This is an optimization exercise on Yosys and OpenROAD, whose aim is small area and a short achievable clock period, not a production implementation. Only simulation tests tie the RTL to the original design; equivalence was not proved. Power figures rest on the tool's default switching activity, not on a simulated workload.

== run 1 ==
==> flow/design.v <==
package coreriscv_axi4_tl_pkg;
  localparam int HDR_W = 2;
  localparam int ADDR_BLOCK_W = 26;
  localparam int XACT_ID_W = 1;
  localparam int ADDR_BEAT_W = 3;
  localparam int BUILTIN_W = 1;
  localparam int A_TYPE_W = 3;
  localparam int UNION_W = 12;
  localparam int DATA_W = 64;
  localparam logic [A_TYPE_W-1:0] ACQ_PUT_BLOCK = 3'h3;
  localparam int BEATS_PER_BLOCK = 8;
  localparam int BEAT_W = 2 * HDR_W + ADDR_BLOCK_W + XACT_ID_W + ADDR_BEAT_W
                        + BUILTIN_W + A_TYPE_W + UNION_W + DATA_W;
endpackage
module coreriscv_axi4_acquire_fifo_ram #(
  parameter int DEPTH = 15,
  parameter int W = coreriscv_axi4_tl_pkg::BEAT_W
) (
  input  logic clk,
  input  logic [DEPTH-1:0] we_i,
  input  logic [W-1:0] wdata_i,
  input  logic [DEPTH-1:0] rsel_i,
  output logic [W-1:0] rdata_o
);
  logic [W-1:0] mem [DEPTH];
  for (genvar i = 0; i < DEPTH; i++) begin : g_row
    always_ff @(posedge clk) if (we_i[i]) mem[i] <= wdata_i;
  end
  always_comb begin
    rdata_o = '0;
    for (int i = 0; i < DEPTH; i++)
      rdata_o = rdata_o | (mem[i] & {W{rsel_i[i]}});
  end
endmodule
module coreriscv_axi4_acquire_saf_queue
#(
  parameter int DEPTH = 16,
  parameter int CNT_W = $clog2(DEPTH) + 1
) (
  input  logic clk,
  input  logic reset,
  output logic io_in_ready,
  input  logic io_in_valid,
  input  logic [1:0] io_in_bits_header_src,
  input  logic [1:0] io_in_bits_header_dst,
  input  logic [25:0] io_in_bits_payload_addr_block,
  input  logic [0:0] io_in_bits_payload_client_xact_id,
  input  logic [2:0] io_in_bits_payload_addr_beat,
  input  logic [0:0] io_in_bits_payload_is_builtin_type,
  input  logic [2:0] io_in_bits_payload_a_type,
  input  logic [11:0] io_in_bits_payload_union,
  input  logic [63:0] io_in_bits_payload_data,
  input  logic io_out_ready,
  output logic io_out_valid,
  output logic [1:0] io_out_bits_header_src,
  output logic [1:0] io_out_bits_header_dst,
  output logic [25:0] io_out_bits_payload_addr_block,
  output logic [0:0] io_out_bits_payload_client_xact_id,
  output logic [2:0] io_out_bits_payload_addr_beat,
  output logic [0:0] io_out_bits_payload_is_builtin_type,
  output logic [2:0] io_out_bits_payload_a_type,
  output logic [11:0] io_out_bits_payload_union,
  output logic [63:0] io_out_bits_payload_data,
  output logic [CNT_W-1:0] io_count,
  output logic [CNT_W-1:0] io_msgs
);
  localparam int RING = DEPTH - 1;
  localparam int W = coreriscv_axi4_tl_pkg::BEAT_W;
  localparam logic [2:0] LAST_BEAT = 3'(coreriscv_axi4_tl_pkg::BEATS_PER_BLOCK - 1);
  if (DEPTH < 8 || (DEPTH & (DEPTH - 1)) != 0) begin : g_bad_depth
    $error("DEPTH must be a power of 2 and at least 8");
  end
  logic [RING-1:0] wr_oh, wr_oh_d, rd_oh_q, rd_oh_d, we_q, we_d, ring_rsel;
  logic [CNT_W-1:0] count_q, count_d, msgs_q, msgs_d;
  logic [2:0] in_beat_q, in_beat_d, out_beat_q, out_beat_d;
  logic full_q, full_d, out_valid_q, out_valid_d;
  logic empty_q, empty_d, one_q, one_d;
  logic enq, deq, in_multi, out_multi, in_last, out_last, msg_in, msg_out;
  logic wr_adv, rd_adv, head_en, cnt_nz, msg_nz;
  logic [W-1:0] in_w, head_q, head_d, ring_w, take_w;
  logic [CNT_W-1:0] count_inc, count_dec, msgs_inc, msgs_dec;
  function automatic logic [CNT_W-1:0] incr(input logic [CNT_W-1:0] v);
    logic c;
    c = 1'b1;
    for (int i = 0; i < CNT_W; i++) begin
      incr[i] = v[i] ^ c;
      c = c & v[i];
    end
  endfunction
  function automatic logic [CNT_W-1:0] decr(input logic [CNT_W-1:0] v);
    logic b;
    b = 1'b1;
    for (int i = 0; i < CNT_W; i++) begin
      decr[i] = v[i] ^ b;
      b = b & !v[i];
    end
  endfunction
  assign in_w = {
    io_in_bits_header_src,
    io_in_bits_header_dst,
    io_in_bits_payload_addr_block,
    io_in_bits_payload_client_xact_id,
    io_in_bits_payload_addr_beat,
    io_in_bits_payload_is_builtin_type,
    io_in_bits_payload_a_type,
    io_in_bits_payload_union,
    io_in_bits_payload_data
  };
  always_comb begin
    enq = io_in_valid && !full_q;
    deq = io_out_ready && out_valid_q;
    in_multi = in_w[79] && in_w[78:76] == coreriscv_axi4_tl_pkg::ACQ_PUT_BLOCK;
    out_multi = head_q[79] && head_q[78:76] == coreriscv_axi4_tl_pkg::ACQ_PUT_BLOCK;
    in_last = !in_multi || in_beat_q == LAST_BEAT;
    out_last = !out_multi || out_beat_q == LAST_BEAT;
    msg_in = enq && in_last;
    msg_out = deq && out_last;
    ring_rsel = rd_oh_q & {RING{!one_q && !empty_q}};
    wr_adv = enq && !empty_q && !(deq && one_q);
    rd_adv = deq && !one_q;
    wr_oh = full_q ? rd_oh_q : we_q;
    wr_oh_d = wr_adv ? {wr_oh[RING-2:0], wr_oh[RING-1]} : wr_oh;
    rd_oh_d = rd_adv ? {rd_oh_q[RING-2:0], rd_oh_q[RING-1]} : rd_oh_q;
    count_inc = incr(count_q);
    count_dec = decr(count_q);
    msgs_inc = incr(msgs_q);
    msgs_dec = decr(msgs_q);
    take_w = ring_w | (in_w & {W{one_q || empty_q}});
    head_en = deq || empty_q;
    head_d = (take_w & {W{io_out_ready && head_en}})
           | (in_w & {W{!io_out_ready && empty_q}})
           | (head_q & {W{!head_en}});
    in_beat_d = enq && in_multi ? (in_last ? 3'd0 : in_beat_q + 3'd1) : in_beat_q;
    out_beat_d = deq && out_multi ? (out_last ? 3'd0 : out_beat_q + 3'd1) : out_beat_q;
    case ({enq, deq})
      2'b10: begin
        count_d = count_inc;
        full_d = count_q == CNT_W'(DEPTH - 1);
        cnt_nz = 1'b1;
        empty_d = 1'b0;
        one_d = empty_q;
      end
      2'b01: begin
        count_d = count_dec;
        full_d = 1'b0;
        cnt_nz = !one_q;
        empty_d = one_q;
        one_d = count_q == CNT_W'(2);
      end
      default: begin
        count_d = count_q;
        full_d = full_q;
        cnt_nz = !empty_q;
        empty_d = empty_q;
        one_d = one_q;
      end
    endcase
    case ({msg_in, msg_out})
      2'b10: begin
        msgs_d = msgs_inc;
        msg_nz = 1'b1;
      end
      2'b01: begin
        msgs_d = msgs_dec;
        msg_nz = msgs_q != CNT_W'(1);
      end
      default: begin
        msgs_d = msgs_q;
        msg_nz = msgs_q != '0;
      end
    endcase
    out_valid_d = cnt_nz && msg_nz;
    we_d = wr_oh_d & {RING{!full_d}};
  end
  always_ff @(posedge clk or posedge reset) begin
    if (reset) begin
      rd_oh_q <= RING'(1);
      count_q <= '0;
      msgs_q <= '0;
      in_beat_q <= '0;
      out_beat_q <= '0;
      full_q <= 1'b0;
      we_q <= RING'(1);
      out_valid_q <= 1'b0;
      empty_q <= 1'b1;
      one_q <= 1'b0;
    end else begin
      rd_oh_q <= rd_oh_d;
      count_q <= count_d;
      msgs_q <= msgs_d;
      in_beat_q <= in_beat_d;
      out_beat_q <= out_beat_d;
      full_q <= full_d;
      we_q <= we_d;
      out_valid_q <= out_valid_d;
      empty_q <= empty_d;
      one_q <= one_d;
    end
  end
  always_ff @(posedge clk) head_q <= head_d;
  coreriscv_axi4_acquire_fifo_ram #(.DEPTH(RING)) u_ram (
    .clk(clk),
    .we_i(we_q),
    .wdata_i(in_w),
    .rsel_i(ring_rsel),
    .rdata_o(ring_w)
  );
  assign io_in_ready = !full_q;
  assign io_out_valid = out_valid_q;
  assign io_out_bits_header_src = head_q[113:112];
  assign io_out_bits_header_dst = head_q[111:110];
  assign io_out_bits_payload_addr_block = head_q[109:84];
  assign io_out_bits_payload_client_xact_id = head_q[83];
  assign io_out_bits_payload_addr_beat = head_q[82:80];
  assign io_out_bits_payload_is_builtin_type = head_q[79];
  assign io_out_bits_payload_a_type = head_q[78:76];
  assign io_out_bits_payload_union = head_q[75:64];
  assign io_out_bits_payload_data = head_q[63:0];
  assign io_count = count_q;
  assign io_msgs = msgs_q;
endmodule
make LEC_CHECK=0 CAP_MARGIN=20 CORE_MARGIN=2 CORE_UTILIZATION=60 CTS_CLUSTER_DIAMETER=250 CTS_CLUSTER_SIZE=25 SETUP_SLACK_MARGIN=2.8 SLEW_MARGIN=20 finish   # period 5.0 ns
run.sh (not shown) runs the stock make flow with config.mk's settings and CLKGATE_MAP_FILE= SYNTH_SCRIPT=/design/flow/synth_recipe.tcl, a recipe that flattens the netlist after the stock synthesis.
--- input diff run 1..run 2 ---
Settings: BUFFER_PORTS_ARGS: unset -> -buffer_cell sky130_fd_sc_hd__buf_2.
==> flow/flow/run.sh (new file) <==
#!/bin/bash
# The standard layout (the standard.sh), with ports buffered by buf_2 cells instead
# of ORFS's default choice (a delay cell). Each step's full output is in orfs/logs/;
# make's own output is in standard.log.
set -euo pipefail
cat >> config.mk <<'EOC'
export BUFFER_PORTS_ARGS = -buffer_cell sky130_fd_sc_hd__buf_2
EOC
bash standard.sh > standard.log 2>&1
==> flow/standard.sh (new file) <==
#!/bin/bash
# synth_recipe.tcl (not shown) runs the flow's synth.tcl, then flattens the netlist and writes it again
# the make line also repeats each setting of config.mk as NAME=value (left out here)
make -C /OpenROAD-flow-scripts/flow DESIGN_CONFIG=/design/flow/config.mk WORK_HOME=/design/flow/orfs CLKGATE_MAP_FILE= SYNTH_SCRIPT=/design/flow/synth_recipe.tcl "${@:-finish}"
removed: flow/run.sh
## What came out
Between run 2 and run 1, the total area of multi-input combinational cells does not differ in any meaningful way.
Diff run 1 -> run 2 | total wirelength of the detailed-routed design | up by a few percent
Diff run 2..run 1 | total count of hold-check failures in the final report | unchanged
Lower number of gates resized after cts goes to run 2 over run 1.
Total power consumption of the routed design on run 2 is behind run 1.
Run 1 -> run 2: final design area excluding fillers decreased slightly
Worst setup slack: run 2 vs run 1 down 7.2 ps
Number of non-clock buffers in the layout was lower in the run labelled run 1.
From run 2 to run 1, critical path depth did not move at all.
Where headroom to the max-slew limit is concerned, run 1 is outperformed by run 2.
Inputs modified between run 2 and run 3:
Settings: SETUP_SLACK_MARGIN: 2.8 -> 2.7; BUFFER_PORTS_ARGS: -buffer_cell sky130_fd_sc_hd__buf_2 -> unset.
==> flow/run.sh (new file) <==
#!/bin/bash
# synth_recipe.tcl (not shown) runs the flow's synth.tcl, then flattens the netlist and writes it again
# the make line also repeats each setting of config.mk as NAME=value (left out here)
make -C /OpenROAD-flow-scripts/flow DESIGN_CONFIG=/design/flow/config.mk WORK_HOME=/design/flow/orfs CLKGATE_MAP_FILE= SYNTH_SCRIPT=/design/flow/synth_recipe.tcl finish
removed: flow/flow/run.sh
removed: flow/standard.sh
Notes after the runs:
From run 2 to run 3 the numbers moved as follows: final total power now smaller; final standard cell area without fillers shows no meaningful change; aggregate global-route resource usage down 0.56 points; layout overhead on the synthesized area dropped 0.24 points.
~same number of routed nets with antenna violations in run 3 and run 2
The share of power burned in the clock network of run 3 exceeds that of run 2 by 0.3 points.
The hold slack of run 3 exceeds that of run 2 by 56 ps.

re-timing with driven ports:
How much do the figures lean on ideal ports? The routed layouts below were timed once more, with nothing changed but the port constraints.
Step 1 (the two cells are an assumption about what drives the block):
set clk [get_ports {clk}]
set_driving_cell -lib_cell sky130_fd_sc_hd__clkbuf_16 $clk
set_driving_cell -lib_cell sky130_fd_sc_hd__buf_2 [delete_from_list [all_inputs] $clk]
Step 2 adds t to the input delays and takes it off the output delays; t is the mean of the earliest and latest rising clock arrival at the registers after step 1. Input paths then give back, and output paths get back, about the clock's delay inside the block.
Three values: ideal ports, drivers, drivers and shift; two values: the first two.
run | shift t [ns] | setup WS [ns] | worst hold slack (ns) | worst setup path at the end | worst slew at a driven data input, ns
run 1 | 0.772 | 2.691 / 2.611 / 2.141 | 0.503 / 0.503 / 0.503 | input to register | 0.17
run 2 | 0.774 | 2.684 / 2.610 / 2.126 | 0.458 / 0.409 / 0.514 | input to register | 0.17
run 3 | 0.780 | 2.677 / 2.596 / 1.973 | 0.514 / 0.514 / 0.514 | input to register | 0.18
After both steps setup and hold are still met in every run listed. The setup slack of run 3, which loses most, moves by -0.081 ns with the drivers and by -0.704 ns with both steps.
